Source: an optimization exercise on an open RTL-to-GDS flow (aim: small area and few clock cycles per item). Production flows keep margins and buffers that such runs may drop.
The RTL was checked by simulation tests, not by an equivalence proof against the original design.

Design rgb_to_hsi_convert, start of the top module:
module rgb_to_hsi_convert #(
  parameter int unsigned HUE_FRAC_BITS = rhc_pkg::HUE_FRAC_DEF
) (
  input  logic        clk,
  input  logic        rst_n,
  input  logic        in_tvalid,
  output logic        in_tready,
  input  logic [23:0] in_tdata,    
  output logic        out_tvalid,
  input  logic        out_tready,
  output logic [47:0] out_tdata    
);
Size in the first run: ~6,000 cells after synthesis, roughly 330 flip-flops, ~78 I/O pins.
export LEC_CHECK = 0
export ABC_AREA = 1
export CAP_MARGIN = 20
export CORE_MARGIN = 2
export CORE_UTILIZATION = 55
export CTS_BUF_LIST = sky130_fd_sc_hd__clkbuf_4 sky130_fd_sc_hd__clkbuf_8
export SLEW_MARGIN = 20
create_clock -name core_clock -period 12.5 [get_ports {clk}]
run.sh (not shown) runs the stock make flow with config.mk's settings and CLKGATE_MAP_FILE= SYNTH_SCRIPT=/design/flow/synth_recipe.tcl, a recipe that flattens the netlist after the stock synthesis.
The starting point ran to the end with no violations.
Testbench counts at the start, summed over its fixed seeds: cycles 16,032, items 16,000.
Next try:
- CORE_UTILIZATION: 55 -> 70
- CTS_BUF_LIST: sky130_fd_sc_hd__clkbuf_4 sky130_fd_sc_hd__clkbuf_8 -> sky130_fd_sc_hd__clkbuf_8
- GPL_TIMING_DRIVEN: unset -> 0
The changed run produced a layout that fails on setup timing.
Worst setup slack is worse by 0.59 ns.
Sequential share of layout area drops by 0.21 points.
Utilization increases by 17 points.
Design area rises by 1.2%.
Area after synthesis does not change.
Global-route usage is higher by 4.5 points.
Next try:
- CORE_UTILIZATION: 70 -> 40
- CTS_BUF_LIST: sky130_fd_sc_hd__clkbuf_8 -> unset
- GPL_TIMING_DRIVEN: 0 -> unset
The new run finished with timing, DRC and antenna clean; count of clock-buffer cells in the layout shrinks by 10; first-iteration DRC count shrinks by roughly a tenth; global-route usage shrinks by 12 points; design area hardly moves.
Next try:
- CAP_MARGIN: 20 -> 10
- CORE_UTILIZATION: 40 -> 70
- CTS_BUF_LIST: unset -> sky130_fd_sc_hd__clkbuf_8
- SLEW_MARGIN: 20 -> 10
Clock skew is higher by 0.029 ns.
Area after synthesis is unchanged.
Global-route usage is higher by 12 points.
Core utilization climbs by 31 points.
Routed wire length is lower by 2.6%.
Next try:
- CAP_MARGIN: 10 -> 20
- CORE_UTILIZATION: 70 -> 65
- SLEW_MARGIN: 10 -> 20
Effect: Non-clock buffer count grows by 15. Clock-buffer cell count rises by 2. Sequential cell count does not change. Core utilization decreases by 4.7 points. Global-route usage decreases by 1.2 points. Via count fell by 0.56%. Routed wire length grows by 1.8%.

* * *

Starting RTL as in the previous note.
Settings: LEC_CHECK=0, ABC_AREA=1, CAP_MARGIN=0, CORE_MARGIN=2, CORE_UTILIZATION=70, CTS_BUF_LIST=sky130_fd_sc_hd__clkbuf_8, SLEW_MARGIN=0; clock period 12.5 ns.
Testbench counts at the start, summed over its fixed seeds: cycles 16,032, items 16,000.
Next try:
Settings changed: CAP_MARGIN 0 to 20, CORE_UTILIZATION 70 to 80, SLEW_MARGIN 0 to 20.
Effect: With this change the flow finished but fails on negative setup slack; global-route usage increases by 6.6 points; final area increases by about 0.5%; setup slack degrades by 2.6 ns; non-clock buffer count increases by 29.

* * *

JK:
Starting RTL as in the previous note.
==> flow/config.mk <==
export PLATFORM = sky130hd
export DESIGN_NAME = rgb_to_hsi_convert
export DESIGN_NICKNAME = rgb_to_hsi_convert
export VERILOG_FILES = /design/flow/design.v
export SDC_FILE = /design/flow/constraint.sdc
export NUM_CORES = 4
export LEC_CHECK = 0
export ABC_AREA = 1
export CAP_MARGIN = 20
export CORE_MARGIN = 2
export CORE_UTILIZATION = 55
export SLEW_MARGIN = 20
==> flow/constraint.sdc <==
create_clock -name core_clock -period 12.5 [get_ports {clk}]
set_input_delay 2.5000 -clock core_clock [delete_from_list [all_inputs] [get_ports {clk}]]
set_output_delay 2.5000 -clock core_clock [all_outputs]
set_load 0.01 [all_outputs]
Testbench counts of JK, summed over its fixed seeds: cycles 16,032, items 16,000.
The following lists how MS was set up differently from JK:
- putting CTS_BUF_LIST at sky130_fd_sc_hd__clkbuf_8 where nothing was set
- swapping 55 for 70 in CORE_UTILIZATION
==> flow/flow/run.sh (new file) <==
#!/bin/bash
# The standard layout (the standard.sh, standard synthesis unchanged), with ORFS's power
# recovery step enabled after global routing: repair_timing -recover_power downsizes gates
# on paths that keep positive slack. Each step's full output goes to its own log file here.
set -euo pipefail
export RECOVER_POWER=100
bash standard.sh synth > run_synth.log 2>&1
bash standard.sh finish > run_layout.log 2>&1
==> flow/standard.sh (new file) <==
#!/bin/bash
# synth_recipe.tcl (not shown) runs the flow's synth.tcl, then flattens the netlist and writes it again
# the make line also repeats each setting of config.mk as NAME=value (left out here)
make -C /OpenROAD-flow-scripts/flow DESIGN_CONFIG=/design/flow/config.mk WORK_HOME=/design/flow/orfs CLKGATE_MAP_FILE= SYNTH_SCRIPT=/design/flow/synth_recipe.tcl "${@:-finish}"
removed: flow/run.sh
Results
Core utilization, JK and MS, lower one = JK.
Compare JK and MS | post-synthesis to final-layout area growth higher: JK
For critical path's largest stage delay, JK and MS come out practically identical.
Relative to MS, the following input files were edited for AL:
- clearing CTS_BUF_LIST, which used to be sky130_fd_sc_hd__clkbuf_8
- putting CTS_CLUSTER_SIZE at 30 where nothing was set
- swapping 70 for 55 in CORE_UTILIZATION
- putting CTS_CLUSTER_DIAMETER at 60 where nothing was set
==> flow/run.sh (new file) <==
#!/bin/bash
# synth_recipe.tcl (not shown) runs the flow's synth.tcl, then flattens the netlist and writes it again
# the make line also repeats each setting of config.mk as NAME=value (left out here)
make -C /OpenROAD-flow-scripts/flow DESIGN_CONFIG=/design/flow/config.mk WORK_HOME=/design/flow/orfs CLKGATE_MAP_FILE= SYNTH_SCRIPT=/design/flow/synth_recipe.tcl finish
removed: flow/flow/run.sh
removed: flow/standard.sh
### Flow results
AL completed every stage of the flow, and the final layout passed the timing, design-rule and antenna checks.
[compare] base=MS new=AL: setup slack after placement grew by 0.13 ns; wire length of the first global-routing pass rose about 6%; cell count of the worst hold path closely matched the old numbers.
Of MS and AL, MS shows the lower wire length the detailed router placed on met1, with AL above it.
MS reports its critical path capture point as out_tdata[11] while AL reports ce_x_4825_q4.
In the tables for MS and AL, sequential share of layout area reads higher with MS.
On shortest period the worst path allows, MS loses to AL.
The cell with the largest stage delay on the worst path comes out sky130_fd_sc_hd__edfxtp_1 in one run and sky130_fd_sc_hd__fa_1 in the other, namely in MS and AL respectively.
AL ends up with lower count of clock-buffer cells in the layout than MS does.
## Diff of input files: TR against AL
- CTS_CLUSTER_SIZE: 30 -> unset
- CORE_UTILIZATION: 55 -> 70
- CTS_BUF_LIST: unset -> sky130_fd_sc_hd__clkbuf_8
- CTS_CLUSTER_DIAMETER: 60 -> unset
Findings:
- Total routed wirelength in TR vs AL: down 3.2%
- TR vs. AL: area growth from synthesis to final layout went down by 1.8 points.
- Having completed the whole flow, TR delivered a layout that passed the timing, design-rule and antenna checks.
- Higher setup slack goes to AL over TR.
- TR — global-route met2 utilization 7.5 points higher, AL as reference
- From AL to TR, number of placed I/O pins did not move at all.
- Global-route usage sits higher in TR than in AL.

-- what the ideal ports hide --
In the flow no input, the clock included, has a driving cell. The finished layouts below were timed again as built, in two steps.
Step 1 sets driving cells, clkbuf_16 on the clock port and buf_2 on the other inputs (assumed; they add their load-dependent delay and slew).
Step 2, shift: input delay + t, output delay - t, t = (earliest + latest rising clock arrival at the registers) / 2. This alone moves slack from input paths to output paths.
Slacks: ideal ports / drivers / drivers and shift; pairs: ideal ports / drivers.
run | t (ns) | setup WS [ns] | worst setup path at the end | worst data-port slew with drivers (ns) | cell pins on the clock port's net
the first run of note 1 | 0.746 | 0.577 / 0.577 / 0.002 | input to register | 0.05 | 1
the second run of note 1 | 0.716 | -0.009 / -0.009 / -0.162 | input to register | 0.05 | 1
the third run of note 1 | 0.677 | 0.647 / 0.571 / 0.103 | input to register | 0.04 | 1
the fourth run of note 1 | 0.752 | 0.514 / 0.445 / 0.202 | input to register | 0.09 | 1
the fifth run of note 1 | 0.747 | 0.515 / 0.446 / 0.168 | input to register | 0.06 | 1
the first run of note 2 | 0.752 | 0.514 / 0.445 / 0.202 | input to register | 0.09 | 1
the second run of note 2 | 0.736 | -2.107 / -2.107 / -2.107 | register to register | 0.06 | 1
JK | 0.663 | 0.684 / 0.620 / 0.097 | input to register | 0.05 | 1
MS | 0.752 | 0.515 / 0.446 / 0.203 | input to register | 0.09 | 1
AL | 0.661 | 0.598 / 0.598 / 0.079 | input to register | 0.05 | 1
TR | 0.752 | 0.514 / 0.445 / 0.202 | input to register | 0.09 | 1
The setup slack of JK, which loses most, moves by -0.064 ns with the drivers and by -0.587 ns with both steps.
